Background: an optimization exercise with open tools, aiming at small area, a short achievable clock period and few clock cycles. Do not read the settings as production practice. RTL that was checked went through simulation tests only; none was proved equivalent to the original. Function not checked in runs 1, 4 and 5: the RTL went through the layout flow alone. Power and IR drop assume default switching activity.

==> design.v <==
package rope_pkg;
    typedef logic signed [31:0] fix_t;
    localparam logic [1:0] ALU_ADD = 2'd0;
    localparam logic [1:0] ALU_SUB = 2'd1;
    localparam logic [1:0] ALU_MUL = 2'd2;
    localparam logic CMD_STEP       = 1'b0;
    localparam logic CMD_SET_ANCHOR = 1'b1;
    localparam logic [2:0] ST_IDLE      = 3'd0;
    localparam logic [2:0] ST_VERLET    = 3'd1;
    localparam logic [2:0] ST_CONSTRAIN = 3'd2;
    localparam logic [2:0] ST_REPORT    = 3'd3;
    localparam logic [2:0] ST_DONE      = 3'd4;
endpackage
`timescale 1ns/10ps
module fixed_alu #(
    parameter logic [1:0] OP = rope_pkg::ALU_ADD
) (
    input  logic signed [31:0] a,
    input  logic signed [31:0] b,
    output logic signed [31:0] result
);
    generate
        if (OP == rope_pkg::ALU_MUL) begin : g_mul
            logic signed [63:0] a_wide;
            logic signed [63:0] b_wide;
            logic signed [63:0] product;
            assign a_wide = a;
            assign b_wide = b;
            assign product = a_wide * b_wide;
            assign result = product[47:16];
        end else if (OP == rope_pkg::ALU_SUB) begin : g_sub
            assign result = a - b;
        end else begin : g_add
            assign result = a + b;
        end
    endgenerate
endmodule
`timescale 1ns/10ps
module verlet_node #(
    parameter int node_id = 0
) (
    input  logic                             clk,
    input  logic                             reset,
    input  logic                             verlet_en,
    input  logic                             fix_en,
    input  logic [$clog2(8)-1:0]   fix_sel,
    input  logic signed [31:0]               fix_x,
    input  logic signed [31:0]               fix_y,
    output logic signed [31:0]               pos_x,
    output logic signed [31:0]               pos_y
);
    localparam int                  IDX_W  = $clog2(8);
    localparam logic signed [31:0]  INIT_Y = 32'(32'sh000A_0000 * node_id);
    logic signed [31:0] x;
    logic signed [31:0] y;
    logic signed [31:0] prev_x;
    logic signed [31:0] prev_y;
    logic signed [31:0] x_dbl;
    logic signed [31:0] y_dbl;
    logic signed [31:0] x_next;
    logic signed [31:0] y_verlet;
    logic signed [31:0] y_next;
    logic               selected;
    assign x_dbl = x <<< 1;
    assign y_dbl = y <<< 1;
    fixed_alu #(.OP(rope_pkg::ALU_SUB)) u_x_sub (.a(x_dbl), .b(prev_x), .result(x_next));
    fixed_alu #(.OP(rope_pkg::ALU_SUB)) u_y_sub (.a(y_dbl), .b(prev_y), .result(y_verlet));
    assign y_next = y_verlet + 32'sh0000_4CCC;
    assign selected = fix_en && (fix_sel == IDX_W'(node_id));
    always_ff @(posedge clk) begin
        if (reset) begin
            x      <= 32'sh00C8_0000;
            y      <= INIT_Y;
            prev_x <= 32'sh00C8_0000;
            prev_y <= INIT_Y;
        end else if (verlet_en) begin
            prev_x <= x;
            prev_y <= y;
            x      <= x_next;
            y      <= y_next;
        end else if (selected) begin
            x <= fix_x;
            y <= fix_y;
        end
    end
    assign pos_x = x;
    assign pos_y = y;
endmodule
`timescale 1ns/10ps
module constraint_solver (
    input  logic                                      clk,
    input  logic                                      reset,
    input  logic [8-1:0][31:0]              pos_x,
    input  logic [8-1:0][31:0]              pos_y,
    output logic                                      fix_en,
    output logic [$clog2(8)-1:0]            fix_sel,
    output logic signed [31:0]                        fix_x,
    output logic signed [31:0]                        fix_y,
    input  logic                                      solve_start,
    output logic                                      solve_done,
    input  logic signed [31:0]                        anchor_x,
    input  logic signed [31:0]                        anchor_y
);
    localparam int               IDX_W     = $clog2(8);
    localparam logic [IDX_W-1:0] LAST_NODE = IDX_W'(8 - 1);
    logic               busy;
    logic [IDX_W-1:0]   node_cnt;
    logic signed [31:0] prev_x;
    logic signed [31:0] prev_y;
    logic signed [31:0] dx;
    logic signed [31:0] dy;
    function automatic logic signed [31:0] clamp_axis(input logic signed [31:0] d);
        logic signed [31:0] lim;
        lim = 32'sh000A_0000;
        if (d > lim) begin
            clamp_axis = lim;
        end else if (d < -lim) begin
            clamp_axis = -lim;
        end else begin
            clamp_axis = d;
        end
    endfunction
    fixed_alu #(.OP(rope_pkg::ALU_SUB)) u_dx (.a(pos_x[node_cnt]), .b(prev_x), .result(dx));
    fixed_alu #(.OP(rope_pkg::ALU_SUB)) u_dy (.a(pos_y[node_cnt]), .b(prev_y), .result(dy));
    always_comb begin
        fix_en  = busy;
        fix_sel = node_cnt;
        if (node_cnt == '0) begin
            fix_x = anchor_x;
            fix_y = anchor_y;
        end else begin
            fix_x = prev_x + clamp_axis(dx);
            fix_y = prev_y + clamp_axis(dy);
        end
    end
    assign solve_done = busy && (node_cnt == LAST_NODE);
    always_ff @(posedge clk) begin
        if (reset) begin
            busy     <= 1'b0;
            node_cnt <= '0;
        end else if (busy) begin
            node_cnt <= node_cnt + 1'b1;
            if (node_cnt == LAST_NODE) begin
                busy     <= 1'b0;
                node_cnt <= '0;
            end
        end else if (solve_start) begin
            busy     <= 1'b1;
            node_cnt <= '0;
        end
    end
    always_ff @(posedge clk) begin
        if (busy) begin
            prev_x <= fix_x;
            prev_y <= fix_y;
        end
    end
endmodule
`timescale 1ns/10ps
module sim_controller (
    input  logic                            clk,
    input  logic                            reset,
    input  logic                            cmd_valid,
    input  logic                            cmd_op,
    input  logic signed [31:0]              cmd_x,
    input  logic signed [31:0]              cmd_y,
    output logic                            cmd_credit,
    output logic                            out_valid,
    output logic [$clog2(8)-1:0]  out_node,
    output logic signed [31:0]              out_x,
    output logic signed [31:0]              out_y,
    output logic                            out_last,
    input  logic                            out_credit,
    output logic                            verlet_en,
    input  logic [8-1:0][31:0]    pos_x,
    input  logic [8-1:0][31:0]    pos_y,
    output logic                            solve_start,
    input  logic                            solve_done,
    output logic signed [31:0]              anchor_x,
    output logic signed [31:0]              anchor_y
);
    localparam int               IDX_W     = $clog2(8);
    localparam int               CRD_W     = $clog2(4 + 1);
    localparam logic [IDX_W-1:0] LAST_NODE = IDX_W'(8 - 1);
    logic [2:0]       state;
    logic [IDX_W-1:0] rpt_idx;
    logic [CRD_W-1:0] out_cnt;
    assign verlet_en = (state == rope_pkg::ST_VERLET);
    assign out_valid = (state == rope_pkg::ST_REPORT) && (out_cnt != '0);
    assign out_last  = out_valid && (rpt_idx == LAST_NODE);
    assign out_node  = rpt_idx;
    assign out_x     = pos_x[rpt_idx];
    assign out_y     = pos_y[rpt_idx];
    assign cmd_credit = (state == rope_pkg::ST_DONE);
    always_ff @(posedge clk) begin
        if (reset) begin
            state       <= rope_pkg::ST_IDLE;
            solve_start <= 1'b0;
            rpt_idx     <= '0;
            anchor_x    <= 32'sh00C8_0000;
            anchor_y    <= '0;
        end else begin
            solve_start <= 1'b0;
            case (state)
                rope_pkg::ST_IDLE: begin
                    if (cmd_valid) begin
                        if (cmd_op == rope_pkg::CMD_SET_ANCHOR) begin
                            anchor_x <= cmd_x;
                            anchor_y <= cmd_y;
                            state    <= rope_pkg::ST_DONE;
                        end else begin
                            state <= rope_pkg::ST_VERLET;
                        end
                    end
                end
                rope_pkg::ST_VERLET: begin
                    solve_start <= 1'b1;
                    state       <= rope_pkg::ST_CONSTRAIN;
                end
                rope_pkg::ST_CONSTRAIN: begin
                    if (solve_done) begin
                        rpt_idx <= '0;
                        state   <= rope_pkg::ST_REPORT;
                    end
                end
                rope_pkg::ST_REPORT: begin
                    if (out_valid) begin
                        rpt_idx <= rpt_idx + 1'b1;
                        if (rpt_idx == LAST_NODE) begin
                            state <= rope_pkg::ST_DONE;
                        end
                    end
                end
                rope_pkg::ST_DONE: begin
                    state <= rope_pkg::ST_IDLE;
                end
                default: begin
                    state <= rope_pkg::ST_IDLE;
                end
            endcase
        end
    end
    always_ff @(posedge clk) begin
        if (reset) begin
            out_cnt <= CRD_W'(4);
        end else begin
            case ({out_valid, out_credit})
                2'b10: out_cnt <= out_cnt - 1'b1;
                2'b01: out_cnt <= out_cnt + 1'b1;
                default: out_cnt <= out_cnt;
            endcase
        end
    end
endmodule
`timescale 1ns/10ps
module rope_sim_top (
    input  logic                            clk,
    input  logic                            reset,
    input  logic                            cmd_valid,
    input  logic                            cmd_op,
    input  logic signed [31:0]              cmd_x,
    input  logic signed [31:0]              cmd_y,
    output logic                            cmd_credit,
    output logic                            out_valid,
    output logic [$clog2(8)-1:0]  out_node,
    output logic signed [31:0]              out_x,
    output logic signed [31:0]              out_y,
    output logic                            out_last,
    input  logic                            out_credit
);
    localparam logic [31:0] REST   = 32'sh000A_0000;
    localparam logic [31:0] GRAV   = 32'sh0000_4CCC;
    localparam logic [31:0] BASE_X = 32'sh00C8_0000;
    logic [2:0]  ph;         
    logic        act;        
    logic        pend;       
    logic [2:0]  nn;         
    logic        fresh;      
    logic        stp_r;      
    logic [2:0]  cc;         
    logic        v_l;        
    logic        l0;         
    logic        v_o;        
    logic        crd_o;      
    logic [2:0]  node_o;     
    logic        last_o;
    logic        issue;
    logic        done7;
    assign issue = act && (ph == nn) && (cc != 3'd0);
    assign done7 = issue && (nn == 3'd7);
    always_ff @(posedge clk) begin
        if (reset) begin
            ph     <= '0;
            act    <= 1'b0;
            pend   <= 1'b0;
            nn     <= '0;
            fresh  <= 1'b1;
            stp_r  <= 1'b0;
            cc     <= 3'(4);
            v_l    <= 1'b0;
            l0     <= 1'b0;
            v_o    <= 1'b0;
            crd_o  <= 1'b0;
            node_o <= '0;
            last_o <= 1'b0;
        end else begin
            ph     <= ph + 3'd1;
            stp_r  <= cmd_valid && !cmd_op;
            cc     <= cc - {2'b00, issue} + {2'b00, out_credit};
            v_l    <= issue;
            l0     <= issue && (nn == 3'd0);
            v_o    <= v_l;
            node_o <= ph - 3'd1;
            last_o <= v_l && (ph == 3'd0);
            crd_o  <= (cmd_valid && cmd_op) || (issue && (nn == 3'd0));
            if (issue) begin
                nn <= nn + 3'd1;
            end
            if (done7) begin
                fresh <= 1'b0;
            end
            if (!act) begin
                act <= stp_r;
            end else if (done7) begin
                act  <= pend || stp_r;
                pend <= 1'b0;
            end else if (stp_r) begin
                pend <= 1'b1;
            end
        end
    end
    assign cmd_credit = crd_o;
    logic [31:0] ax, ay;
    always_ff @(posedge clk) begin
        if (reset) begin
            ax <= BASE_X;
            ay <= '0;
        end else if (cmd_valid && cmd_op) begin
            ax <= cmd_x;
            ay <= cmd_y;
        end
    end
    localparam int W = 21;
    logic [W-1:0] rax [8];
    logic [W-1:0] rbx [8];
    logic [W-1:0] ray [8];
    logic [W-1:0] rby [8];
    logic [W-1:0] axh, bxh, ayh, byh;   
    logic [W-1:0] x_init, y_init;
    always_comb begin
        case (ph)
            3'd0:    begin x_init = 21'(BASE_X >> 21); y_init = 21'(REST >> 21); end
            3'd1:    begin x_init = BASE_X[20:0];      y_init = REST[20:0];      end
            default: begin x_init = '0;                y_init = REST[20:0];      end
        endcase
    end
    assign axh = fresh ? x_init : rax[0];
    assign bxh = fresh ? x_init : rbx[0];
    assign ayh = fresh ? y_init : ray[0];
    assign byh = fresh ? y_init : rby[0];
    logic p0, p1;            
    always_ff @(posedge clk) begin
        if (reset) begin
            p0 <= 1'b1;
            p1 <= 1'b0;
        end else begin
            p0 <= (ph == 3'd7);
            p1 <= (ph == 3'd0);
        end
    end
    function automatic logic [31:0] widen(input logic q0, input logic q1, input logic [W-1:0] v);
        if (q0) begin
            widen = {v[10:0], 21'd0};
        end else if (q1) begin
            widen = {11'd0, v};
        end else begin
            widen = {{(32-W){v[W-1]}}, v};
        end
    endfunction
    function automatic logic [31:0] acc3(input logic [31:0] base, input logic [31:0] a2,
                                         input logic [31:0] nb);
        logic [31:0] s, c;
        s = base ^ a2 ^ nb;
        c = (base & a2) | (base & nb) | (a2 & nb);
        acc3 = s + {c[30:0], 1'b1};
    endfunction
    logic [31:0] nx, ny;
    always_ff @(posedge clk) begin
        if (issue) begin
            nx <= acc3(p0 ? 32'd0 : nx, widen(p0, p1, axh) << 1, ~widen(p0, p1, bxh));
            ny <= acc3(p0 ? GRAV  : ny, widen(p0, p1, ayh) << 1, ~widen(p0, p1, byh));
        end
    end
    logic [31:0] fx, fy;
    logic        l1;        
    function automatic logic sgn(input logic [31:0] n, input logic [31:0] f, input logic [31:0] k);
        logic [31:0] s, c, t;
        s = n ^ ~f ^ k;
        c = (n & ~f) | (n & k) | (~f & k);
        t = s + {c[30:0], 1'b1};
        sgn = t[31];
    endfunction
    function automatic logic [1:0] clamp_sel(input logic [31:0] n, input logic [31:0] f);
        logic s0, s1, s2;
        s0 = sgn(n, f, 32'd0);
        s1 = sgn(n, f, 32'd0 - REST - 32'd1);
        s2 = sgn(n, f, REST);
        clamp_sel = {!s0 && !s1, s0 && s2};
    endfunction
    logic [1:0]  sx, sy;
    logic [31:0] dx, dy;
    logic [31:0] fx_n, fy_n;    
    logic [W-1:0] cx, cy;       
    assign sx = clamp_sel(nx, fx);
    assign sy = clamp_sel(ny, fy);
    assign dx = nx - fx;
    assign dy = ny - fy;
    always_comb begin
        fx_n = sx[1] ? fx + REST : (sx[0] ? fx - REST : nx);
        fy_n = sy[1] ? fy + REST : (sy[0] ? fy - REST : ny);
        if (l1) begin
            cx = sx[1] ? (fx[W-1:0] + REST[W-1:0]) : (sx[0] ? (fx[W-1:0] - REST[W-1:0]) : nx[W-1:0]);
            cy = sy[1] ? (fy[W-1:0] + REST[W-1:0]) : (sy[0] ? (fy[W-1:0] - REST[W-1:0]) : ny[W-1:0]);
        end else begin
            cx = sx[1] ? REST[W-1:0] : (sx[0] ? W'(-REST) : dx[W-1:0]);
            cy = sy[1] ? REST[W-1:0] : (sy[0] ? W'(-REST) : dy[W-1:0]);
        end
    end
    always_ff @(posedge clk) begin
        l1 <= issue && (nn == 3'd1);
        if (v_l) begin
            if (l0) begin
                fx <= ax;
                fy <= ay;
            end else begin
                fx <= fx_n;
                fy <= fy_n;
            end
        end
    end
    always_ff @(posedge clk) begin
        for (int k = 0; k < 7; k++) begin
            rax[k] <= rax[k+1];
            ray[k] <= ray[k+1];
            rbx[k] <= rbx[k+1];
            rby[k] <= rby[k+1];
        end
        rbx[7] <= issue ? axh : rbx[0];
        rby[7] <= issue ? ayh : rby[0];
        rax[7] <= rax[0];
        ray[7] <= ray[0];
        if (v_l && !l0) begin
            rax[6] <= cx;
            ray[6] <= cy;
        end
        if (v_l && l1) begin
            rax[5] <= W'(fx_n[31:W]);
            ray[5] <= W'(fy_n[31:W]);
        end
    end
    assign out_valid = v_o;
    assign out_node  = node_o;
    assign out_last  = last_o;
    assign out_x     = fx;
    assign out_y     = fy;
endmodule
==> run.sh <==
#!/bin/bash
# synth_recipe.tcl (not shown) runs the flow's synth.tcl, then flattens the netlist and writes it again
# the make line also repeats each setting of config.mk as NAME=value (left out here)
make -C /OpenROAD-flow-scripts/flow DESIGN_CONFIG=/design/flow/config.mk WORK_HOME=/design/flow/orfs CLKGATE_MAP_FILE= SYNTH_SCRIPT=/design/flow/synth_recipe.tcl finish
==> config.mk <==
export PLATFORM = sky130hd
export DESIGN_NAME = rope_sim_top
export DESIGN_NICKNAME = rope_sim_top
export VERILOG_FILES = /design/flow/design.v
export SDC_FILE = /design/flow/constraint.sdc
export NUM_CORES = 4
export LEC_CHECK = 0
export ABC_CLOCK_PERIOD_IN_PS = 3000
export CAP_MARGIN = 20
export CORE_MARGIN = 2
export CORE_UTILIZATION = 55
export SETUP_SLACK_MARGIN = 5
export SLEW_MARGIN = 20
==> constraint.sdc <==
create_clock -name core_clock -period 11.0 [get_ports {clk}]
set_input_delay 2.2000 -clock core_clock [delete_from_list [all_inputs] [get_ports {clk}]]
set_output_delay 2.2000 -clock core_clock [all_outputs]
set_load 0.01 [all_outputs]
==> results.py, run 1 <==
metrics = {
    "run_status": {
        "outcome": "no timing/DRC/antenna violations",
    },
    "clock_tree": {
        "cts_buffers": 84,
        "clock_sinks": 887,
        "h-tree-depth": 3,
        "clkSlewWorstSetupHoldPaths_ns": 0.07,
        "clk_latency_ns": 0.64,
        "cts_tree": "yes",
        "clock-root-buffer": "clkbuf_16",
        "hold_buffers": 0,
        "cts_buffer_depth": 3,
        "cts_setup_buffers": 0,
    },
    "sta": {
        "slew_viol_final": 0,
        "hold_viol": 0,
        "setup_viol": 0,
        "clock.fmax_ghz": 0.177,
        "tightest_slew_ns": 1.06,
        "worst_clock_skew_ns": 0.0274,
        "rsz0062_at_grt": "no",
        "fin_crit_sh_pct": 51.3,
        "period_needed_ns": 5.64,
        "slew_headroom_pct": 29.2,
        "tns_ns": 0,
    },
    "power": {
        "clkPwrFrac_pct": 38.1,
        "switching_share_pct": 26.7,
        "powerDensity_nw_per_um2": 177,
        "ir_drop_mv": 0.169,
        "p_switching_uw": 2040,
        "combPwrFrac_pct": 12.8,
        "p_leak_uw": 0.0181,
        "p_seq_share_pct": 49.1,
        "intPower_uw": 5590,
    },
    "worst_setup_path": {
        "startpoint_type": "flop",
        "cp_top_family": "compound AO/OA/AOI/OAI gates",
        "worstSetupPathType": "reg2reg",
        "cpMaxStageDelayCell": "fa_1",
        "rr_endpoint": "nx[31]$_DFFE_PP_",
        "required_ns": 11.39,
        "ff2ff_setup_slack_ns": 5.36,
        "ff2ff_path_depth": 17,
        "path_max_fanout": 65,
        "r2r_start": "p0$_SDFF_PP1_",
        "arrival_ns": 6.03,
        "endpoint_kind": "flop",
        "path_buf_inv": 3,
        "max_stage_delay_ns": 0.52,
        "cpMostUsedCell": "a21oi_1",
        "path_cells": "buf_6 -> nor2_4 -> buf_4 -> nand2_1 -> fa_1 -> inv_1 -> ha_1 -> and3_1 -> a221oi_1 -> o21ai_0 -> o21a_1 -> a21oi_1 -> a21oi_1 -> a31o_2 -> a2111oi_0 -> nor3_1 -> xnor2_1",
    },
    "routing": {
        "wl_per_cell_um": 22.0,
        "final_antenna_net_count": 0,
        "first_iter_violations": 1872,
        "dr.pass1.iters": 6,
        "routed_wl_mm": 108,
        "vias_per_cell": 5.57,
        "drcViolationCount": 0,
        "vias": 27238,
    },
    "place": {
        "gp_congestion": 0.918,
        "portBuffers": 138,
        "dpl_cell_area_um2": 40400,
        "place_hpwl_mm": 79.7,
        "dp_cells": 4732,
    },
    "finish": {
        "fillers": 5657,
        "antenna_cells": 0,
        "layout.nets": 4387,
        "final_cell_area_um2": 43200,
        "syn2layout_area_growth_pct": 13.2,
        "drive_gt1_share_pct": 5.94,
        "stdcell_count": 4888,
    },
    "job": {
        "maxCapViolations": 0,
    },
    "yosys": {
        "synth_area_um2": 38200,
        "synth_edf_count": 128,
        "synth_fp_nets": 4278,
        "postSynthAreaPerCell_um2": 10.1,
        "ys_seq_elements": 887,
        "ys.flop_type": "dfxtp_1",
        "syn_inst": 3779,
        "ys.warnings.count": 5,
        "ys_async_sr_fraction_pct": 0,
        "synth_cell_types": 92,
        "yosysSeqAreaShare_pct": 49.9,
    },
    "grt": {
        "grt-ovfl-total": 0,
        "grt_max_degree": 89,
        "track_usage_pct": 30.2,
        "grt_pass1_wl_mm": 162,
        "grt_pass1_vias": 27506,
        "antenna_found_initial": 1,
    },
    "floorplan": {
        "die_h_um": 267,
        "die_w_um": 267,
        "rows": 96,
        "ioPinCount": 139,
        "core-area_um2": 68700,
        "start_util_pct": 55.6,
        "dieArea_um2": 71500,
    },
    "worst_hold_path": {
        "holdPathEnd": "ray[3][18]$_DFF_P_",
        "hp-class": "reg2reg",
        "whs_path_depth": 0,
        "min_from": "ray[4][18]$_DFF_P_",
    },
}
-- sequential cells by signal (all words and copies together) (netlist names), 2 cells and up --
register / count
fx: 32
ay: 32
ax: 32
nn: 3
cc: 3
ph: 2
ray: 168
rbx: 168
node_o: 3
nx: 32
rax: 168
fy: 32
ny: 32
rby: 168
-- power groups by stage --
stage                     combinational, uW  sequential (uW)  clock [uW]
after floorplan                         685             3720           0
after global placement                  944             3810           0
after detailed placement                959             3820           0
after CTS                               969             3750        2950
after global routing                   1080             3770        3080
final                                   974             3750        2910
-- routing by layer --
layer  vias to the layer above  share of wire, %  track usage (%)
li1                      12979                 -                -
met1                     13170                39             35.0
met2                       830                50             53.2
met3                       259               4.3             3.78
met4                         0               6.7             18.0
met5                         -                 0                0
-- logic make-up after synthesis --
kind of cell | count (synthesis) | share of synthesized area [%]
AO/OA/AOI/OAI | 765 | 12.9
XOR/XNOR | 112 | 2.57
adder cells (fa/ha/maj) | 430 | 16.1
buffers and inverters | 533 | 5.36
flip-flops | 887 | 49.9
multiplexers | 21 | 0.603
AND/OR/NAND/NOR | 1031 | 12.6
-- stage by stage --
step	util [%]	hold WS, ns	power, uW	worst slack (ns)
6_report	62.9	0.311	7630	5.36
5_1_grt	62.9	0.321	7920	5.04
4_1_cts	62.9	0.314	7680	5.13
3_5_place_dp	58.8	0.312	4770	5.14
3_3_place_gp	58.8	0.310	4760	5.37
2_1_floorplan	-	0.310	4400	6.01
-- placed cells by master (no fill, tap or decap), types with 49 or more instances in the layout --
master / count
clkbuf_16: 90
o21ai_0: 170
xnor2_1: 95
inv_1: 391
fa_1: 101
nand2_1: 481
ha_1: 329
o31ai_1: 49
dfxtp_1: 754
nand3_1: 74
clkdlybuf4s50_1: 137
nor2_1: 171
edfxtp_1: 128
a21oi_1: 220
and2_1: 65
-- layout make-up --
cell class / count / area, um2 / area share, %
multi-input cells: 2360 / 17200 / 39.7
inverters: 393 / 1480 / 3.41
clock inverters: 29 / 288 / 0.666
well taps: 931 / 1160 / 2.69
repair buffers: 162 / 1560 / 3.61
clock buffers: 126 / 2530 / 5.85
flip-flops and latches: 887 / 19000 / 44.1
-- cell usage after synthesis, drive strengths merged (49+ instances only) --
library cell,number,share of area [%]
xnor2,95,2.2
o21ai,176,2.3
clkbuf,112,1.1
a21oi,220,2.9
inv,392,3.9
ha,329,11
and2,68,1.1
edfxtp,128,10
o31ai,49,0.96
fa,101,5.3
nor2,175,1.7
dfxtp,759,40
nand2,483,4.7
nand3,75,1.0
-- worst max path at each step --
stage	slack, ns	from	endpoint	depth (start not counted)
2_1_floorplan	6.01	fy[18]$_DFFE_PP_	fy[0]$_DFFE_PP_	15
3_3_place_gp	5.37	p0$_SDFF_PP1_	nx[31]$_DFFE_PP_	17
3_5_place_dp	5.14	p0$_SDFF_PP1_	nx[31]$_DFFE_PP_	17
4_1_cts	5.13	p0$_SDFF_PP1_	nx[31]$_DFFE_PP_	17
5_1_grt	5.04	p0$_SDFF_PP1_	nx[31]$_DFFE_PP_	17
6_report	5.36	p0$_SDFF_PP1_	nx[31]$_DFFE_PP_	17
-- repair_timing --
action	CTS	global route
resized for setup	0	3
endpoints found under the hold margin	0	0
endpoints found under the setup margin	0	4
==> run 2: changes to the inputs <==
--- a/design.v
+++ b/design.v
@@ -377,12 +377,34 @@
             widen = {{(32-W){v[W-1]}}, v};
         end
     endfunction
+    function automatic logic [31:0] add32(input logic [31:0] a, input logic [31:0] b,
+                                          input logic cin);
+        logic [31:0] p, g, pp, gg;
+        p  = a ^ b;
+        g  = a & b;
+        pp = p;
+        gg = g;
+        gg[0] = g[0] | (p[0] & cin);
+        for (int i = 1; i <= 5; i++) begin
+            for (int j = (1 << i) - 1; j < 32; j += (1 << i)) begin
+                gg[j] = gg[j] | (pp[j] & gg[j - (1 << (i-1))]);
+                pp[j] = pp[j] & pp[j - (1 << (i-1))];
+            end
+        end
+        for (int i = 5; i > 0; i--) begin
+            for (int j = (1 << i) + (1 << (i-1)) - 1; j < 32; j += (1 << i)) begin
+                gg[j] = gg[j] | (pp[j] & gg[j - (1 << (i-1))]);
+                pp[j] = pp[j] & pp[j - (1 << (i-1))];
+            end
+        end
+        add32 = p ^ {gg[30:0], cin};
+    endfunction
     function automatic logic [31:0] acc3(input logic [31:0] base, input logic [31:0] a2,
                                          input logic [31:0] nb);
         logic [31:0] s, c;
         s = base ^ a2 ^ nb;
         c = (base & a2) | (base & nb) | (a2 & nb);
-        acc3 = s + {c[30:0], 1'b1};
+        acc3 = add32(s, {c[30:0], 1'b1}, 1'b0);
     endfunction
     logic [31:0] nx, ny;
     always_ff @(posedge clk) begin
@@ -393,28 +415,20 @@
     end
     logic [31:0] fx, fy;
     logic        l1;        
-    function automatic logic sgn(input logic [31:0] n, input logic [31:0] f, input logic [31:0] k);
-        logic [31:0] s, c, t;
-        s = n ^ ~f ^ k;
-        c = (n & ~f) | (n & k) | (~f & k);
-        t = s + {c[30:0], 1'b1};
-        sgn = t[31];
-    endfunction
-    function automatic logic [1:0] clamp_sel(input logic [31:0] n, input logic [31:0] f);
-        logic s0, s1, s2;
-        s0 = sgn(n, f, 32'd0);
-        s1 = sgn(n, f, 32'd0 - REST - 32'd1);
-        s2 = sgn(n, f, REST);
-        clamp_sel = {!s0 && !s1, s0 && s2};
+    function automatic logic [1:0] clamp_sel(input logic [31:0] d);
+        logic hi, lo;
+        hi = !d[31] && (|d[30:20] || (d[19] && (d[18] || (d[17] && |d[16:0]))));
+        lo =  d[31] && !(&d[30:20] && (d[19] || (d[18] && d[17])));
+        clamp_sel = {hi, lo};
     endfunction
     logic [1:0]  sx, sy;
     logic [31:0] dx, dy;
     logic [31:0] fx_n, fy_n;    
     logic [W-1:0] cx, cy;       
-    assign sx = clamp_sel(nx, fx);
-    assign sy = clamp_sel(ny, fy);
-    assign dx = nx - fx;
-    assign dy = ny - fy;
+    assign dx = add32(nx, ~fx, 1'b1);
+    assign dy = add32(ny, ~fy, 1'b1);
+    assign sx = clamp_sel(dx);
+    assign sy = clamp_sel(dy);
     always_comb begin
         fx_n = sx[1] ? fx + REST : (sx[0] ? fx - REST : nx);
         fy_n = sy[1] ? fy + REST : (sy[0] ? fy - REST : ny);
==> flow/run.sh (new file) <==
#!/bin/bash
set -euo pipefail
MARGIN=7
bash standard.sh synth > synth.log 2>&1
sed -e "s/SETUP_SLACK_MARGIN=[0-9.]*/SETUP_SLACK_MARGIN=${MARGIN}/" standard.sh > layout.sh
bash layout.sh finish > layout.log 2>&1
==> standard.sh (new file) <==
#!/bin/bash
# synth_recipe.tcl (not shown) runs the flow's synth.tcl, then flattens the netlist and writes it again
# the make line also repeats each setting of config.mk as NAME=value (left out here)
make -C /OpenROAD-flow-scripts/flow DESIGN_CONFIG=/design/flow/config.mk WORK_HOME=/design/flow/orfs CLKGATE_MAP_FILE= SYNTH_SCRIPT=/design/flow/synth_recipe.tcl "${@:-finish}"
--- a/config.mk
+++ b/config.mk
@@ -5,7 +5,7 @@
 export SDC_FILE = /design/flow/constraint.sdc
 export NUM_CORES = 4
 export LEC_CHECK = 0
-export ABC_CLOCK_PERIOD_IN_PS = 3000
+export ABC_CLOCK_PERIOD_IN_PS = 4000
 export CAP_MARGIN = 20
 export CORE_MARGIN = 2
 export CORE_UTILIZATION = 55
removed: run.sh
==> run 2 against run 1 <==
  * Power grew 1.6%
  * Synthesized area is 13% lower
  * Via count is 13% lower
  * Cell count decreased by 14%
  * Combinational power increased by 14%
  * Routed wire length decreased by 7.0%
  * Worst setup slack improved by 0.75 ns
  * Global-route usage up 1.5 points
  * Register-to-register slack gained 0.75 ns
  * Critical path type unchanged
==> results.py, run 2 <==
metrics = {
    "place": {
        "gp_congestion": 0.909,
        "portBuffers": 138,
        "place_hpwl_mm": 64.2,
    },
    "worst_setup_path": {
        "endpoint_kind": "flop",
        "path_max_fanout": 5,
        "required_ns": 11.50,
        "arrival_ns": 5.39,
        "ff2ff_setup_slack_ns": 6.11,
        "path_cells": "ha_1 -> a21o_1 -> a21o_1 -> a21oi_1 -> o221ai_1 -> nand2_1 -> o211ai_1 -> a31oi_1 -> fa_1 -> nor4bb_1 -> nand3b_1 -> o41ai_4 -> buf_6 -> nand3_4 -> mux2_4 -> a221oi_4 -> nor2_1",
        "startpoint_type": "flop",
        "worstSetupPathType": "reg2reg",
        "cpMostUsedCell": "a21o_1",
        "max_stage_delay_ns": 0.51,
        "cpMaxStageDelayCell": "edfxtp_1",
    },
    "yosys": {
        "synth_top_area_share_pct": 45.9,
        "ys_seq_elements": 887,
        "synth_fp_nets": 3321,
        "ys.warnings.count": 5,
        "ys_async_sr_fraction_pct": 0,
        "netlist_top_cells_area": "dfxtp_1 46%, edfxtp_1 12%, fa_1 7.6%, nand2_1 5.0%, ha_1 5.0%",
        "yosysSeqAreaShare_pct": 57.5,
        "synth_cell_types": 85,
        "synth.most_common_cell": "dfxtp_1",
        "synth_common_cells": "759 x dfxtp_1, 442 x nand2_1, 177 x a21oi_1",
        "ys.flop_type": "dfxtp_1",
        "synth_top_area_cell": "dfxtp_1",
        "syn_inst": 2996,
        "synth_area_um2": 33100,
        "synth_edf_count": 128,
        "postSynthAreaPerCell_um2": 11.0,
    },
    "routing": {
        "final_antenna_net_count": 0,
        "vias": 23667,
        "dr.pass1.iters": 5,
        "drcViolationCount": 0,
        "wl_per_cell_um": 23.9,
        "first_iter_violations": 1685,
        "routed_wl_mm": 100,
        "vias_per_cell": 5.65,
    },
    "sta": {
        "tns_ns": 0,
        "slew_viol_final": 0,
        "clock.fmax_ghz": 0.205,
        "slew_headroom_pct": 28.6,
        "worst_clock_skew_ns": 0.0191,
        "period_needed_ns": 4.89,
        "hold_viol": 0,
        "setup_viol": 0,
        "tightest_slew_ns": 1.06,
        "rsz0062_at_grt": "yes",
        "fin_crit_sh_pct": 44.5,
    },
    "finish": {
        "layout.nets": 3674,
        "syn2layout_area_growth_pct": 29.9,
        "layout_commonest_cell": "dfxtp_1",
        "drive_gt1_share_pct": 23.8,
        "multi_input_area_um2": 15200,
        "regArea_um2": 19100,
        "fillers": 4040,
        "final_cell_mix": "751 x dfxtp_1, 403 x nand2_1, 165 x inv_1",
        "finalCoreUtilization_pct": 72.5,
        "antenna_cells": 0,
    },
    "job": {
        "maxCapViolations": 0,
    },
    "floorplan": {
        "ioPinCount": 139,
        "die_h_um": 249,
        "dieArea_um2": 62200,
        "rows": 89,
        "die_w_um": 249,
        "core-area_um2": 59200,
        "start_util_pct": 55.9,
    },
    "clock_tree": {
        "clkSlewWorstSetupHoldPaths_ns": 0.07,
        "h-tree-depth": 3,
        "cts_buffer_depth": 3,
        "clk_latency_ns": 0.64,
        "clock_sinks": 887,
        "clock-root-buffer": "clkbuf_16",
        "cts_tree": "yes",
        "cts_buffers": 86,
    },
    "power": {
        "intPower_uw": 5740,
        "p_switching_uw": 2010,
        "p_leak_uw": 0.0174,
        "p_seq_share_pct": 47.6,
        "switching_share_pct": 25.9,
        "powerDensity_nw_per_um2": 180,
        "clkPwrFrac_pct": 38.1,
        "combPwrFrac_pct": 14.3,
        "ir_drop_mv": 0.211,
    },
    "worst_hold_path": {
        "hp-class": "reg2reg",
    },
    "run_status": {
        "outcome": "no timing/DRC/antenna violations",
    },
    "grt": {
        "grt_max_degree": 87,
        "grt_pass1_vias": 24245,
        "grt-ovfl-total": 0,
        "antenna_found_initial": 0,
        "track_usage_pct": 31.7,
        "grt_pass1_wl_mm": 148,
    },
}
## run 2: final cells by class
type                            instances  share of cell area, %
Clock buffer                          123                   5.80
Sequential cell                       887                   44.3
Clock inverter                         35                  0.856
Inverter                              179                   1.59
Timing Repair Buffer                  394                   9.75
Multi-Input combinational cell       1801                   35.4
Tap cell                              773                   2.25
## run 2: per-stage QoR
step	power, uW	hold slack (ns)	setup slack (ns)	instances	area, um2
after floorplan	4200	0.310	6.34	2996	33700
after global routing	8010	0.324	5.86	4192	43000
after CTS	7650	0.319	6.14	4121	41400
after detailed placement	4480	0.312	4.85	3790	35600
after global placement	4460	0.310	4.94	3790	35600
final	7750	0.318	6.11	4192	43000
## run 2: power groups by stage
stage                     Combinational, uW  Clock [uW]  Sequential, uW
after detailed placement                728           0            3760
final                                  1110        2960            3690
after global placement                  709           0            3750
after global routing                   1190        3120            3700
after floorplan                         532           0            3670
after CTS                               976        2990            3690
## run 2: timing repair
item / 4_1_cts / 5_1_grt
setup buffers: 153 / 68
setup endpoints to repair: 228 / 203
pin swaps: 127 / 137
hold buffers: 0 / 0
resized for setup: 319 / 218
cloned: 20 / 2
## run 2: worst paths after layout
path                      start  cells past startpoint                 end
min reg2reg  ray[2][17]$_DFF_P_                      0  ray[1][17]$_DFF_P_
min          ray[2][17]$_DFF_P_                      0  ray[1][17]$_DFF_P_
max            ny[17]$_DFFE_PP_                     17  ray[6][16]$_DFF_P_
max reg2reg    ny[17]$_DFFE_PP_                     17  ray[6][16]$_DFF_P_
## run 2: logic make-up after synthesis
family | Yosys count | share of synthesized area (%)
flip-flops | 887 | 57.5
buffers and inverters | 315 | 3.70
XOR/XNOR | 77 | 2.13
AO/OA/AOI/OAI | 584 | 10.9
adder cells (fa/ha/maj) | 256 | 12.5
AND/OR/NAND/NOR | 832 | 11.7
multiplexers | 45 | 1.49
## run 2: routing by layer
layer  global-route usage, %  up-vias  share of wire [%]
li1                        -    10848                  -
met1                    36.7    11708                 38
met2                    56.2      828                 51
met3                    4.23      283                4.5
met4                    18.7        0                7.0
met5                       0        -                  0
## run 2: worst max-delay path: cells and delay by family, from the launching register on
family          cells  cell delay, ns
fa+ha+maj           2            0.87
simple gates        5            0.90
flops               1            0.51
compound gates      8            1.94
buf+inv             1            0.18
mux                 1            0.36
Testbench counts of run 2, summed over its fixed seeds: cycles 13,040.
==> run 3: changes to the inputs <==
==> run.sh (new file) <==
#!/bin/bash
# synth_recipe.tcl (not shown) runs the flow's synth.tcl, then flattens the netlist and writes it again
# the make line also repeats each setting of config.mk as NAME=value (left out here)
make -C /OpenROAD-flow-scripts/flow DESIGN_CONFIG=/design/flow/config.mk WORK_HOME=/design/flow/orfs CLKGATE_MAP_FILE= SYNTH_SCRIPT=/design/flow/synth_recipe.tcl finish
removed: flow/run.sh
removed: standard.sh
==> run 3 against run 2 <==
  * Still clean on timing, DRC and antenna
  * Register-to-register slack worse by 0.89 ns
  * Non-clock buffer count down 230
  * Hold slack worse by 0.0067 ns
  * First-iteration DRC count down 8.5%
  * Synthesized cell count unchanged
  * Power down 4.7%
  * Die area unchanged
  * Combinational power down 36%
  * Critical path type unchanged
==> results.py, run 3 <==
metrics = {
    "worst_setup_path": {
        "cpMostUsedCell": "a31oi_1",
        "path_cells": "inv_1 -> ha_1 -> inv_1 -> fa_1 -> a21o_1 -> a21o_1 -> a31oi_1 -> nor4bb_1 -> o21bai_1 -> a31oi_1 -> a31oi_1 -> fa_1 -> nand4bb_1 -> or4b_1 -> o31a_1 -> buf_4 -> nor2_2 -> o21ai_0 -> mux2_2",
        "arrival_ns": 6.15,
        "required_ns": 11.38,
        "endpoint_kind": "flop",
        "max_stage_delay_ns": 0.64,
        "worstSetupPathType": "reg2reg",
        "path_max_fanout": 28,
        "cpMaxStageDelayCell": "nor2_2",
        "startpoint_type": "flop",
    },
    "finish": {
        "drive_gt1_share_pct": 8.47,
        "syn2layout_area_growth_pct": 15.2,
        "layout.nets": 3437,
        "layout_commonest_cell": "dfxtp_1",
        "fillers": 4725,
        "finalCoreUtilization_pct": 64.4,
        "final_cell_mix": "755 x dfxtp_1, 440 x nand2_1, 177 x a21oi_1",
        "stdcell_count": 3960,
    },
    "power": {
        "clkPwrFrac_pct": 40.6,
        "powerDensity_nw_per_um2": 194,
        "p_leak_uw": 0.0155,
        "p_seq_share_pct": 49.8,
        "ir_drop_mv": 0.224,
        "switching_share_pct": 25.0,
        "intPower_uw": 5540,
        "p_switching_uw": 1850,
        "combPwrFrac_pct": 9.6,
    },
    "yosys": {
        "synth.most_common_cell": "dfxtp_1",
        "ys.flop_type": "dfxtp_1",
        "synth_cell_types": 85,
        "postSynthAreaPerCell_um2": 11.0,
        "synth_top_area_share_pct": 45.9,
        "syn_inst": 2996,
        "ys_seq_elements": 887,
        "synth_area_um2": 33100,
        "synth_top_area_cell": "dfxtp_1",
        "ys.warnings.count": 5,
        "synth_fp_nets": 3321,
        "netlist_top_cells_area": "dfxtp_1 46%, edfxtp_1 12%, fa_1 7.6%, nand2_1 5.0%, ha_1 5.0%",
        "synth_edf_count": 128,
        "ys_async_sr_fraction_pct": 0,
        "yosysSeqAreaShare_pct": 57.5,
        "synth_common_cells": "759 x dfxtp_1, 442 x nand2_1, 177 x a21oi_1",
    },
    "routing": {
        "vias": 21998,
        "wl_per_cell_um": 22.7,
        "drcViolationCount": 0,
        "final_antenna_net_count": 0,
        "first_iter_violations": 1541,
        "dr.pass1.iters": 5,
        "vias_per_cell": 5.56,
        "routed_wl_mm": 89.8,
    },
    "grt": {
        "antenna_found_initial": 3,
        "grt-ovfl-total": 0,
        "grt_pass1_vias": 22675,
        "track_usage_pct": 29.2,
        "grt_max_degree": 86,
        "grt_pass1_wl_mm": 137,
    },
    "place": {
        "place_hpwl_mm": 63.7,
        "pre_cts_ws_ns": 5.02,
        "gp_congestion": 0.916,
        "dp_cells": 3796,
        "portBuffers": 138,
    },
    "floorplan": {
        "ioPinCount": 139,
        "rows": 89,
        "die_h_um": 249,
        "start_util_pct": 55.9,
        "dieArea_um2": 62200,
        "core-area_um2": 59200,
        "die_w_um": 249,
    },
    "clock_tree": {
        "clock-root-buffer": "clkbuf_16",
        "cts_buffer_depth": 3,
        "clock_sinks": 887,
        "h-tree-depth": 3,
        "hold_buffers": 0,
        "clkSlewWorstSetupHoldPaths_ns": 0.07,
        "cts_buffers": 86,
        "clk_latency_ns": 0.64,
        "cts_tree": "yes",
    },
    "worst_hold_path": {
        "hp-class": "reg2reg",
    },
    "sta": {
        "period_needed_ns": 5.78,
        "fin_crit_sh_pct": 52.5,
        "clock.fmax_ghz": 0.173,
        "tightest_slew_ns": 1.01,
        "rsz0062_at_grt": "yes",
        "setup_viol": 0,
        "slew_headroom_pct": 32.3,
        "hold_viol": 0,
        "worst_clock_skew_ns": 0.0273,
        "tns_ns": 0,
        "slew_viol_final": 0,
        "worst_slack_ns": 5.22,
    },
    "run_status": {
        "outcome": "no timing/DRC/antenna violations",
    },
    "job": {
        "maxCapViolations": 0,
    },
}
run 3: final timing paths:
check,slack (ns),cells after the start,to,from
setup / recovery,5.22,19,fx[17]$_DFFE_PP_,nx[0]$_DFFE_PP_
hold / removal,0.31,0,rby[1][7]$_DFF_P_,rby[2][7]$_DFF_P_
setup reg to reg,5.22,19,fx[17]$_DFFE_PP_,nx[0]$_DFFE_PP_
hold reg to reg,0.31,0,rby[1][7]$_DFF_P_,rby[2][7]$_DFF_P_
run 3: per-stage QoR:
| step | power [uW] | hold slack [ns] | area (um2) |
|---|---|---|---|
| after floorplan | 4150 | 0.310 | 33100 |
| after global placement | 4430 | 0.310 | 35200 |
| after detailed placement | 4450 | 0.312 | 35200 |
| after CTS | 7430 | 0.305 | 38100 |
| after global routing | 7650 | 0.320 | 38100 |
| final | 7390 | 0.311 | 38100 |
run 3: critical path: cells and delay by family, from the launching register on:
| kind | cells | cell delay, ns |
|---|---|---|
| AO/OA/AOI/OAI | 8 | 1.89 |
| adder cells (fa/ha/maj) | 3 | 1.00 |
| buffers and inverters | 3 | 0.38 |
| flip-flops | 1 | 0.36 |
| multiplexers | 1 | 0.28 |
| AND/OR/NAND/NOR | 4 | 1.54 |
run 3: layer usage:
layer | vias up | GRT usage (%) | routed length [um] | share of wire [%]
met5 | - | 0 | 42 | 0.047
met3 | 234 | 4.01 | 3800 | 4.2
met4 | 6 | 16.4 | 5600 | 6.2
met1 | 10735 | 35.3 | 36200 | 40
met2 | 674 | 50.4 | 44100 | 49
li1 | 10349 | - | - | -
run 3: logic make-up (layout without fill, tap and decap cells):
kind of cell | count (synthesis) | count (layout) | synth area share, %
buffers and inverters | 315 | 505 | 3.70
XOR/XNOR | 77 | 77 | 2.13
flip-flops | 887 | 887 | 57.5
multiplexers | 45 | 45 | 1.49
other | 0 | 1 | 0
adder cells (fa/ha/maj) | 256 | 256 | 12.5
AND/OR/NAND/NOR | 832 | 832 | 11.7
AO/OA/AOI/OAI | 584 | 584 | 10.9
run 3: timing repair:
item | CTS | global route
setup buffers | 0 | 1
setup endpoints to repair | 1 | 43
gates resized for setup | 1 | 3
pin swaps | 0 | 1
run 3: power by group through the flow:
stage,clock network (uW),logic [uW],registers [uW]
after CTS,3040,708,3680
after detailed placement,0,698,3750
after floorplan,0,484,3670
final,3000,708,3680
after global placement,0,686,3750
after global routing,3170,785,3700
run 3: area by class of cell:
| class | instances | area, um2 | share of cell area (%) |
|---|---|---|---|
| flip-flops and latches | 887 | 19000 | 49.9 |
| multi-input cells | 1794 | 12900 | 33.9 |
| clock buffers | 115 | 2530 | 6.63 |
| repair buffers | 164 | 1580 | 4.15 |
| well taps | 773 | 967 | 2.54 |
| inverters | 179 | 672 | 1.76 |
| clock inverters | 47 | 415 | 1.09 |
| diodes | 1 | 2.50 | 0.00656 |
==> run 4: changes to the inputs <==
--- a/design.v
+++ b/design.v
@@ -271,15 +271,18 @@
     localparam logic [31:0] REST   = 32'sh000A_0000;
     localparam logic [31:0] GRAV   = 32'sh0000_4CCC;
     localparam logic [31:0] BASE_X = 32'sh00C8_0000;
+    localparam int          W      = 21;
     logic [2:0]  ph;         
+    logic        fresh;      
     logic        act;        
     logic        pend;       
     logic [2:0]  nn;         
-    logic        fresh;      
     logic        stp_r;      
     logic [2:0]  cc;         
+    logic        p0, p1;     
     logic        v_l;        
     logic        l0;         
+    logic        l1;         
     logic        v_o;        
     logic        crd_o;      
     logic [2:0]  node_o;     
@@ -291,24 +294,33 @@
     always_ff @(posedge clk) begin
         if (reset) begin
             ph     <= '0;
+            fresh  <= 1'b1;
             act    <= 1'b0;
             pend   <= 1'b0;
             nn     <= '0;
-            fresh  <= 1'b1;
             stp_r  <= 1'b0;
             cc     <= 3'(4);
+            p0     <= 1'b1;
+            p1     <= 1'b0;
             v_l    <= 1'b0;
             l0     <= 1'b0;
+            l1     <= 1'b0;
             v_o    <= 1'b0;
             crd_o  <= 1'b0;
             node_o <= '0;
             last_o <= 1'b0;
         end else begin
             ph     <= ph + 3'd1;
+            if (ph == 3'd6) begin
+                fresh <= 1'b0;
+            end
             stp_r  <= cmd_valid && !cmd_op;
             cc     <= cc - {2'b00, issue} + {2'b00, out_credit};
+            p0     <= (ph == 3'd7);
+            p1     <= (ph == 3'd0);
             v_l    <= issue;
             l0     <= issue && (nn == 3'd0);
+            l1     <= issue && (nn == 3'd1);
             v_o    <= v_l;
             node_o <= ph - 3'd1;
             last_o <= v_l && (ph == 3'd0);
@@ -316,9 +328,6 @@
             if (issue) begin
                 nn <= nn + 3'd1;
             end
-            if (done7) begin
-                fresh <= 1'b0;
-            end
             if (!act) begin
                 act <= stp_r;
             end else if (done7) begin
@@ -340,34 +349,20 @@
             ay <= cmd_y;
         end
     end
-    localparam int W = 21;
     logic [W-1:0] rax [8];
     logic [W-1:0] rbx [8];
     logic [W-1:0] ray [8];
     logic [W-1:0] rby [8];
-    logic [W-1:0] axh, bxh, ayh, byh;   
+    logic [2:0]   ph_in;
     logic [W-1:0] x_init, y_init;
+    assign ph_in = reset ? 3'd0 : ph + 3'd1;
     always_comb begin
-        case (ph)
-            3'd0:    begin x_init = 21'(BASE_X >> 21); y_init = 21'(REST >> 21); end
-            3'd1:    begin x_init = BASE_X[20:0];      y_init = REST[20:0];      end
-            default: begin x_init = '0;                y_init = REST[20:0];      end
+        case (ph_in)
+            3'd0:    begin x_init = W'(BASE_X >> W); y_init = W'(REST >> W); end
+            3'd1:    begin x_init = BASE_X[W-1:0];   y_init = REST[W-1:0];   end
+            default: begin x_init = '0;              y_init = REST[W-1:0];   end
         endcase
     end
-    assign axh = fresh ? x_init : rax[0];
-    assign bxh = fresh ? x_init : rbx[0];
-    assign ayh = fresh ? y_init : ray[0];
-    assign byh = fresh ? y_init : rby[0];
-    logic p0, p1;            
-    always_ff @(posedge clk) begin
-        if (reset) begin
-            p0 <= 1'b1;
-            p1 <= 1'b0;
-        end else begin
-            p0 <= (ph == 3'd7);
-            p1 <= (ph == 3'd0);
-        end
-    end
     function automatic logic [31:0] widen(input logic q0, input logic q1, input logic [W-1:0] v);
         if (q0) begin
             widen = {v[10:0], 21'd0};
@@ -377,71 +372,55 @@
             widen = {{(32-W){v[W-1]}}, v};
         end
     endfunction
-    function automatic logic [31:0] add32(input logic [31:0] a, input logic [31:0] b,
-                                          input logic cin);
-        logic [31:0] p, g, pp, gg;
-        p  = a ^ b;
-        g  = a & b;
-        pp = p;
-        gg = g;
-        gg[0] = g[0] | (p[0] & cin);
-        for (int i = 1; i <= 5; i++) begin
-            for (int j = (1 << i) - 1; j < 32; j += (1 << i)) begin
-                gg[j] = gg[j] | (pp[j] & gg[j - (1 << (i-1))]);
-                pp[j] = pp[j] & pp[j - (1 << (i-1))];
-            end
-        end
-        for (int i = 5; i > 0; i--) begin
-            for (int j = (1 << i) + (1 << (i-1)) - 1; j < 32; j += (1 << i)) begin
-                gg[j] = gg[j] | (pp[j] & gg[j - (1 << (i-1))]);
-                pp[j] = pp[j] & pp[j - (1 << (i-1))];
-            end
-        end
-        add32 = p ^ {gg[30:0], cin};
-    endfunction
     function automatic logic [31:0] acc3(input logic [31:0] base, input logic [31:0] a2,
                                          input logic [31:0] nb);
         logic [31:0] s, c;
         s = base ^ a2 ^ nb;
         c = (base & a2) | (base & nb) | (a2 & nb);
-        acc3 = add32(s, {c[30:0], 1'b1}, 1'b0);
+        acc3 = s + {c[30:0], 1'b1};
     endfunction
     logic [31:0] nx, ny;
     always_ff @(posedge clk) begin
         if (issue) begin
-            nx <= acc3(p0 ? 32'd0 : nx, widen(p0, p1, axh) << 1, ~widen(p0, p1, bxh));
-            ny <= acc3(p0 ? GRAV  : ny, widen(p0, p1, ayh) << 1, ~widen(p0, p1, byh));
+            nx <= acc3(p0 ? 32'd0 : nx, widen(p0, p1, rax[0]) << 1, ~widen(p0, p1, rbx[0]));
+            ny <= acc3(p0 ? GRAV  : ny, widen(p0, p1, ray[0]) << 1, ~widen(p0, p1, rby[0]));
         end
     end
     logic [31:0] fx, fy;
-    logic        l1;        
-    function automatic logic [1:0] clamp_sel(input logic [31:0] d);
-        logic hi, lo;
-        hi = !d[31] && (|d[30:20] || (d[19] && (d[18] || (d[17] && |d[16:0]))));
-        lo =  d[31] && !(&d[30:20] && (d[19] || (d[18] && d[17])));
-        clamp_sel = {hi, lo};
+    function automatic logic sgn(input logic [31:0] n, input logic [31:0] f, input logic [31:0] k);
+        logic [31:0] s, c, t;
+        s = n ^ ~f ^ k;
+        c = (n & ~f) | (n & k) | (~f & k);
+        t = s + {c[30:0], 1'b1};
+        sgn = t[31];
+    endfunction
+    function automatic logic [1:0] clamp_sel(input logic [31:0] n, input logic [31:0] f);
+        logic s0, s1, s2;
+        s0 = sgn(n, f, 32'd0);
+        s1 = sgn(n, f, 32'd0 - REST - 32'd1);
+        s2 = sgn(n, f, REST);
+        clamp_sel = {!s0 && !s1, s0 && s2};
     endfunction
-    logic [1:0]  sx, sy;
-    logic [31:0] dx, dy;
-    logic [31:0] fx_n, fy_n;    
+    logic [1:0]   sx, sy;
+    logic [W-1:0] dx, dy;       
+    logic [31:0]  fx_n, fy_n;   
     logic [W-1:0] cx, cy;       
-    assign dx = add32(nx, ~fx, 1'b1);
-    assign dy = add32(ny, ~fy, 1'b1);
-    assign sx = clamp_sel(dx);
-    assign sy = clamp_sel(dy);
+    assign sx = clamp_sel(nx, fx);
+    assign sy = clamp_sel(ny, fy);
+    assign dx = nx[W-1:0] - fx[W-1:0];
+    assign dy = ny[W-1:0] - fy[W-1:0];
     always_comb begin
         fx_n = sx[1] ? fx + REST : (sx[0] ? fx - REST : nx);
         fy_n = sy[1] ? fy + REST : (sy[0] ? fy - REST : ny);
         if (l1) begin
-            cx = sx[1] ? (fx[W-1:0] + REST[W-1:0]) : (sx[0] ? (fx[W-1:0] - REST[W-1:0]) : nx[W-1:0]);
-            cy = sy[1] ? (fy[W-1:0] + REST[W-1:0]) : (sy[0] ? (fy[W-1:0] - REST[W-1:0]) : ny[W-1:0]);
+            cx = fx_n[W-1:0];
+            cy = fy_n[W-1:0];
         end else begin
-            cx = sx[1] ? REST[W-1:0] : (sx[0] ? W'(-REST) : dx[W-1:0]);
-            cy = sy[1] ? REST[W-1:0] : (sy[0] ? W'(-REST) : dy[W-1:0]);
+            cx = sx[1] ? REST[W-1:0] : (sx[0] ? W'(-REST) : dx);
+            cy = sy[1] ? REST[W-1:0] : (sy[0] ? W'(-REST) : dy);
         end
     end
     always_ff @(posedge clk) begin
-        l1 <= issue && (nn == 3'd1);
         if (v_l) begin
             if (l0) begin
                 fx <= ax;
@@ -453,14 +432,25 @@
         end
     end
     always_ff @(posedge clk) begin
-        for (int k = 0; k < 7; k++) begin
+        for (int k = 1; k < 7; k++) begin
             rax[k] <= rax[k+1];
             ray[k] <= ray[k+1];
             rbx[k] <= rbx[k+1];
             rby[k] <= rby[k+1];
         end
-        rbx[7] <= issue ? axh : rbx[0];
-        rby[7] <= issue ? ayh : rby[0];
+        if (reset || fresh) begin
+            rax[0] <= x_init;
+            rbx[0] <= x_init;
+            ray[0] <= y_init;
+            rby[0] <= y_init;
+        end else begin
+            rax[0] <= rax[1];
+            rbx[0] <= rbx[1];
+            ray[0] <= ray[1];
+            rby[0] <= rby[1];
+        end
+        rbx[7] <= issue ? rax[0] : rbx[0];
+        rby[7] <= issue ? ray[0] : rby[0];
         rax[7] <= rax[0];
         ray[7] <= ray[0];
         if (v_l && !l0) begin
==> flow/run.sh (new file) <==
#!/bin/bash
set -euo pipefail
MARGIN=7
bash standard.sh synth > synth.log 2>&1
sed -e "s/SETUP_SLACK_MARGIN=[0-9.]*/SETUP_SLACK_MARGIN=${MARGIN}/" standard.sh > layout.sh
bash layout.sh finish > layout.log 2>&1
==> standard.sh (new file) <==
#!/bin/bash
# synth_recipe.tcl (not shown) runs the flow's synth.tcl, then flattens the netlist and writes it again
# the make line also repeats each setting of config.mk as NAME=value (left out here)
make -C /OpenROAD-flow-scripts/flow DESIGN_CONFIG=/design/flow/config.mk WORK_HOME=/design/flow/orfs CLKGATE_MAP_FILE= SYNTH_SCRIPT=/design/flow/synth_recipe.tcl "${@:-finish}"
removed: run.sh
==> run 4 against run 3 <==
  * Via count up 25%
  * Clock skew up 0.0016 ns
  * Synthesized area up 14%
  * Worst setup slack better by 1.5 ns
  * Hold slack better by 0.0081 ns
  * Cell count up 23%
  * Die area up 14%
  * Sequential power down 5%
  * Power up 9.6%
  * Routed wire length up 27%
  * Sequential cell count up 1
  * Critical endpoint is now ray[6][7]$_DFF_P_
  * Largest power group unchanged
==> results.py, run 4 <==
metrics = {
    "run_status": {
        "outcome": "no timing/DRC/antenna violations",
    },
    "finish": {
        "syn2layout_area_growth_pct": 27.3,
        "antenna_cells": 0,
        "drive_gt1_share_pct": 22.4,
        "layout.nets": 4406,
        "fillers": 4925,
        "final_cell_mix": "756 x dfxtp_1, 327 x inv_1, 269 x ha_1",
        "layout_commonest_cell": "dfxtp_1",
    },
    "clock_tree": {
        "clock_sinks": 888,
        "cts_buffer_depth": 3,
        "clkSlewWorstSetupHoldPaths_ns": 0.07,
        "clock-root-buffer": "clkbuf_16",
        "cts_buffers": 88,
        "clk_latency_ns": 0.65,
        "h-tree-depth": 3,
        "cts_tree": "yes",
    },
    "yosys": {
        "yosysSeqAreaShare_pct": 50.4,
        "postSynthAreaPerCell_um2": 10.7,
        "ys_seq_elements": 888,
        "ys_async_sr_fraction_pct": 0,
        "synth_area_um2": 37800,
        "synth_cell_types": 92,
        "ys.warnings.count": 5,
        "synth_fp_nets": 4014,
        "synth.most_common_cell": "dfxtp_1",
        "syn_inst": 3534,
        "netlist_top_cells_area": "dfxtp_1 40%, ha_1 10%, edfxtp_1 10%, fa_1 5.2%, inv_1 3.5%",
        "ys.flop_type": "dfxtp_1",
        "synth_top_area_cell": "dfxtp_1",
        "synth_top_area_share_pct": 40.2,
        "synth_edf_count": 128,
        "synth_common_cells": "760 x dfxtp_1, 353 x inv_1, 312 x ha_1",
    },
    "place": {
        "gp_congestion": 0.959,
        "portBuffers": 138,
        "place_hpwl_mm": 76.0,
    },
    "worst_setup_path": {
        "startpoint_type": "flop",
        "cpMostUsedCell": "inv_1",
        "cpMaxStageDelayCell": "o21bai_1",
        "path_max_fanout": 5,
        "arrival_ns": 4.78,
        "required_ns": 11.51,
        "r2r_start": "fy[11]$_DFFE_PP_",
        "max_stage_delay_ns": 0.59,
        "worstSetupPathType": "reg2reg",
        "cp-startpoint": "fy[11]$_DFFE_PP_",
        "endpoint_kind": "flop",
        "path_cells": "inv_1 -> ha_1 -> inv_1 -> fa_1 -> inv_1 -> a21o_1 -> a21oi_1 -> o21bai_1 -> o211a_1 -> nor2_2 -> xnor2_2 -> buf_4 -> o21ai_4 -> buf_12 -> buf_8 -> buf_16 -> mux2i_4 -> a221oi_4 -> nor2_1",
    },
    "routing": {
        "vias_per_cell": 5.62,
        "dr.pass1.iters": 7,
        "routed_wl_mm": 114,
        "wl_per_cell_um": 23.4,
        "final_antenna_net_count": 0,
        "vias": 27441,
        "drcViolationCount": 0,
        "first_iter_violations": 1848,
    },
    "floorplan": {
        "die_w_um": 266,
        "start_util_pct": 55.3,
        "rows": 96,
        "ioPinCount": 139,
        "core-area_um2": 68300,
        "die_h_um": 266,
        "dieArea_um2": 70900,
    },
    "job": {
        "maxCapViolations": 0,
    },
    "sta": {
        "period_needed_ns": 4.27,
        "hold_viol": 0,
        "slew_headroom_pct": 25.3,
        "rsz0062_at_grt": "yes",
        "worst_clock_skew_ns": 0.0289,
        "slew_viol_final": 0,
        "tightest_slew_ns": 1.11,
        "clock.fmax_ghz": 0.234,
        "hold-worst-slack_ns": 0.319,
        "setup_viol": 0,
        "fin_crit_sh_pct": 38.8,
        "tns_ns": 0,
    },
    "power": {
        "powerDensity_nw_per_um2": 168,
        "ir_drop_mv": 0.156,
        "p_leak_uw": 0.0203,
    },
    "worst_hold_path": {
        "hp-class": "reg2reg",
        "min_from": "rby[2][1]$_DFF_P_",
    },
    "grt": {
        "grt_pass1_vias": 27854,
        "grt-ovfl-total": 0,
        "grt_pass1_wl_mm": 168,
        "track_usage_pct": 31.5,
        "antenna_found_initial": 3,
        "grt_max_degree": 113,
    },
}
==> run 4: cell families (layout without fill, tap and decap cells) <==
logic type | count (synthesis) | in the layout | share of synthesized area (%)
AO/OA/AOI/OAI | 606 | 606 | 10.7
XOR/XNOR | 122 | 122 | 2.82
adder cells (fa/ha/maj) | 416 | 416 | 15.7
buffers and inverters | 469 | 927 | 4.80
flip-flops | 888 | 888 | 50.4
multiplexers | 139 | 139 | 3.98
AND/OR/NAND/NOR | 894 | 902 | 11.6
==> run 4: timing repair <==
item,CTS,global route
pin swaps,137,125
setup buffers,136,103
cloned,20,5
endpoints found under the setup margin,180,158
gates resized for setup,364,162
hold buffers,0,0
==> run 4: path summary, 6_finish.rpt <==
| check | end | slack [ns] | cells past startpoint |
|---|---|---|---|
| setup / recovery | ray[6][7]$_DFF_P_ | 6.73 | 19 |
| hold / removal | rby[1][1]$_DFF_P_ | 0.32 | 0 |
| setup reg to reg | ray[6][7]$_DFF_P_ | 6.73 | 19 |
| hold reg to reg | rby[1][1]$_DFF_P_ | 0.32 | 0 |
==> run 4: critical path, delay by kind of cell (launching register included) <==
family	cells	cell delay (ns)
fa+ha+maj	2	0.68
simple gates	2	0.13
compound gates	6	1.61
buf+inv	7	0.86
xor+xnor	1	0.20
flops	1	0.45
mux	1	0.20
==> run 4: where the power goes <==
group | leakage (uW) | internal [uW] | total (uW) | switching [uW]
Sequential | 0.00732 | 3440 | 3510 | 68.1
Combinational | 0.0114 | 704 | 1520 | 818
Clock | 0.00149 | 1730 | 3070 | 1340
==> run 4: layout make-up <==
class                   instances  area (um2)  area share [%]
clock buffers                 119        2580            5.35
clock inverters                45         449           0.933
inverters                     354        1330            2.76
multi-input cells            2185       19500            40.4
flip-flops and latches        888       19100            39.6
well taps                     882        1100            2.29
repair buffers                409        4170            8.67
==> run 4: stage by stage <==
stage | util [%] | instance area (um2) | worst slack [ns] | cells | power, uW
3_5_place_dp | 58.5 | 40000 | 4.76 | 4454 | 4570
6_report | 70.5 | 48200 | 6.73 | 4882 | 8100
2_1_floorplan | - | 37900 | 6.93 | 3534 | 4240
4_1_cts | 68.2 | 46600 | 6.86 | 4774 | 7980
5_1_grt | 70.5 | 48200 | 6.62 | 4882 | 8370
3_3_place_gp | 58.5 | 40000 | 4.79 | 4454 | 4560
==> run 4: per-layer routing <==
metal | wire [um] | part of all wire [%] | vias to the layer above | global-route usage [%]
li1 | - | - | 12733 | -
met1 | 45200 | 39 | 13552 | 36.6
met2 | 57100 | 50 | 851 | 55.5
met3 | 4830 | 4.2 | 303 | 4.35
met4 | 7320 | 6.4 | 2 | 18.6
met5 | 9 | 0.0079 | - | 0
==> run 5: changes to the inputs <==
==> flow/run.sh (replaced) <==
#!/bin/bash
set -euo pipefail
MARGIN=6
bash standard.sh synth > synth.log 2>&1
sed -e "s/SETUP_SLACK_MARGIN=[0-9.]*/SETUP_SLACK_MARGIN=${MARGIN}/" standard.sh > layout.sh
bash layout.sh finish > layout.log 2>&1
==> run 5 against run 4 <==
  * Clock power increased by 2%
  * Via count decreased by 6.9%
  * Combinational power shrank 32%
  * Die area unchanged
  * Sequential power barely moved
  * Clock-buffer cell count up 9
  * Power fell by 5.4%
  * Sequential cell count unchanged
  * Critical endpoint is now ray[6][14]$_DFF_P_
  * Largest power group unchanged
==> results.py, run 5 <==
metrics = {
    "worst_setup_path": {
        "ff2ff_path_depth": 15,
        "required_ns": 11.53,
        "arrival_ns": 5.42,
        "ff2ff_setup_slack_ns": 6.10,
        "worstSetupPathType": "reg2reg",
        "startpoint_type": "flop",
        "path_max_fanout": 23,
        "path_cells": "inv_1 -> ha_1 -> ha_1 -> nand4_1 -> or2_2 -> nor3_1 -> o21ai_0 -> or4b_1 -> and3_2 -> o21ai_4 -> buf_6 -> nor2_2 -> buf_4 -> a221oi_1 -> nor2_1",
        "max_stage_delay_ns": 0.61,
        "endpoint_kind": "flop",
        "cpMaxStageDelayCell": "a221oi_1",
        "cpMostUsedCell": "ha_1",
    },
    "place": {
        "dp_cells": 4456,
        "dpl_cell_area_um2": 40000,
        "place_hpwl_mm": 75.8,
        "portBuffers": 138,
        "gp_congestion": 0.963,
    },
    "clock_tree": {
        "clock_sinks": 888,
        "clkSlewWorstSetupHoldPaths_ns": 0.07,
        "clock-root-buffer": "clkbuf_16",
        "clk_latency_ns": 0.66,
        "cts_tree": "yes",
        "h-tree-depth": 3,
        "cts_buffer_depth": 3,
        "cts_buffers": 89,
    },
    "floorplan": {
        "start_util_pct": 55.3,
        "die_w_um": 266,
        "die_h_um": 266,
        "ioPinCount": 139,
        "rows": 96,
        "dieArea_um2": 70900,
        "core-area_um2": 68300,
    },
    "sta": {
        "fin_crit_sh_pct": 44.5,
        "rsz0062_at_grt": "yes",
        "hold_viol": 0,
        "clock.fmax_ghz": 0.204,
        "slew_viol_final": 0,
        "slew_headroom_pct": 23.2,
        "tightest_slew_ns": 1.15,
        "hold-worst-slack_ns": 0.309,
        "setup_viol": 0,
        "period_needed_ns": 4.90,
        "tns_ns": 0,
        "worst_clock_skew_ns": 0.0386,
    },
    "yosys": {
        "ys_seq_elements": 888,
        "netlist_top_cells_area": "dfxtp_1 40%, ha_1 10%, edfxtp_1 10%, fa_1 5.2%, inv_1 3.5%",
        "ys_async_sr_fraction_pct": 0,
        "yosysSeqAreaShare_pct": 50.4,
        "synth.most_common_cell": "dfxtp_1",
        "ys.warnings.count": 5,
        "ys.flop_type": "dfxtp_1",
        "synth_top_area_cell": "dfxtp_1",
        "synth_edf_count": 128,
        "synth_common_cells": "760 x dfxtp_1, 353 x inv_1, 312 x ha_1",
        "syn_inst": 3534,
        "synth_fp_nets": 4014,
        "synth_top_area_share_pct": 40.2,
        "synth_area_um2": 37800,
        "synth_cell_types": 92,
        "postSynthAreaPerCell_um2": 10.7,
    },
    "power": {
        "combPwrFrac_pct": 13.4,
        "intPower_uw": 5640,
        "powerDensity_nw_per_um2": 177,
        "ir_drop_mv": 0.151,
        "clkPwrFrac_pct": 40.7,
        "power.total_uw": 7660,
        "p_switching_uw": 2020,
        "switching_share_pct": 26.3,
        "p_seq_share_pct": 45.9,
        "p_leak_uw": 0.0184,
    },
    "grt": {
        "track_usage_pct": 29.2,
        "grt-ovfl-total": 0,
        "grt_max_degree": 86,
        "antenna_found_initial": 3,
        "grt_pass1_wl_mm": 156,
        "grt_pass1_vias": 26090,
    },
    "routing": {
        "wl_per_cell_um": 22.3,
        "vias": 25558,
        "final_antenna_net_count": 0,
        "dr.pass1.iters": 7,
        "routed_wl_mm": 104,
        "drcViolationCount": 0,
        "first_iter_violations": 1658,
        "vias_per_cell": 5.52,
    },
    "finish": {
        "layout_commonest_cell": "dfxtp_1",
        "layout.nets": 4157,
        "fillers": 5536,
        "final_cell_mix": "756 x dfxtp_1, 353 x inv_1, 312 x ha_1",
        "final_cell_area_um2": 43400,
        "drive_gt1_share_pct": 8.56,
        "stdcell_count": 4633,
        "syn2layout_area_growth_pct": 14.6,
    },
    "worst_hold_path": {
        "hp-class": "reg2reg",
        "whs_path_depth": 0,
    },
    "job": {
        "maxCapViolations": 0,
    },
    "run_status": {
        "outcome": "no timing/DRC/antenna violations",
    },
}
[run 5: cell counts after synthesis]
No cell type changed its count.
[run 5: worst max-delay path, delay by kind of cell, from the launching register on]
family / cells / cell delay (ns)
compound gates: 3 / 0.89
flops: 1 / 0.48
simple gates: 7 / 2.01
fa+ha+maj: 2 / 0.69
buf+inv: 3 / 0.68
[run 5: power by group through the flow]
stage	Clock, uW	Sequential, uW	Combinational, uW
2_1_floorplan	0	3550	685
6_report	3120	3510	1030
3_3_place_gp	0	3580	975
3_5_place_dp	0	3590	985
4_1_cts	3170	3510	1010
5_1_grt	3300	3520	1120
[run 5: path summary, 6_finish.rpt]
path	from	endpoint
max reg2reg	fy[30]$_DFFE_PP_	ray[6][14]$_DFF_P_
min	rbx[2][0]$_DFF_P_	rbx[1][0]$_DFF_P_
min reg2reg	rbx[2][0]$_DFF_P_	rbx[1][0]$_DFF_P_
max	fy[30]$_DFFE_PP_	ray[6][14]$_DFF_P_
[run 5: final cells by class]
type | count | area (um2) | area share (%)
Antenna cell | 1 | 2.50 | 0.00577
Clock buffer | 128 | 2680 | 6.19
Clock inverter | 36 | 397 | 0.915
Inverter | 354 | 1330 | 3.06
Multi-Input combinational cell | 2178 | 17100 | 39.5
Sequential cell | 888 | 19100 | 44.0
Tap cell | 882 | 1100 | 2.55
Timing Repair Buffer | 166 | 1640 | 3.78
[run 5: cell families after synthesis]
logic type | count (synthesis) | synth area share, %
buf+inv | 469 | 4.80
fa+ha+maj | 416 | 15.7
flops | 888 | 50.4
mux | 139 | 3.98
xor+xnor | 122 | 2.82
simple gates | 894 | 11.6
compound gates | 606 | 10.7
[run 5: layer usage]
layer  track usage (%)  vias to the layer above  part of all wire, %
met3              4.17                      225                  4.2
met2              51.7                      692                   50
met4              15.1                        4                  5.5
met5                 0                        -                0.021
met1              34.5                    12418                   41
li1                  -                    12219                    -
[run 5: timing repair]
action / 4_1_cts / 5_1_grt
hold buffers: 0 / 0
endpoints found under the setup margin: 73 / 44
resized for setup: 13 / 15
pin swaps: 1 / 2
buffers inserted: 1 / 10
gates cloned: 1 / 0
[run 5: stage by stage]
stage	utilization (%)	setup WS (ns)
6_report	63.4	6.10
2_1_floorplan	-	6.19
5_1_grt	63.4	5.98
3_5_place_dp	58.5	5.26
4_1_cts	63.2	6.00
3_3_place_gp	58.5	5.28
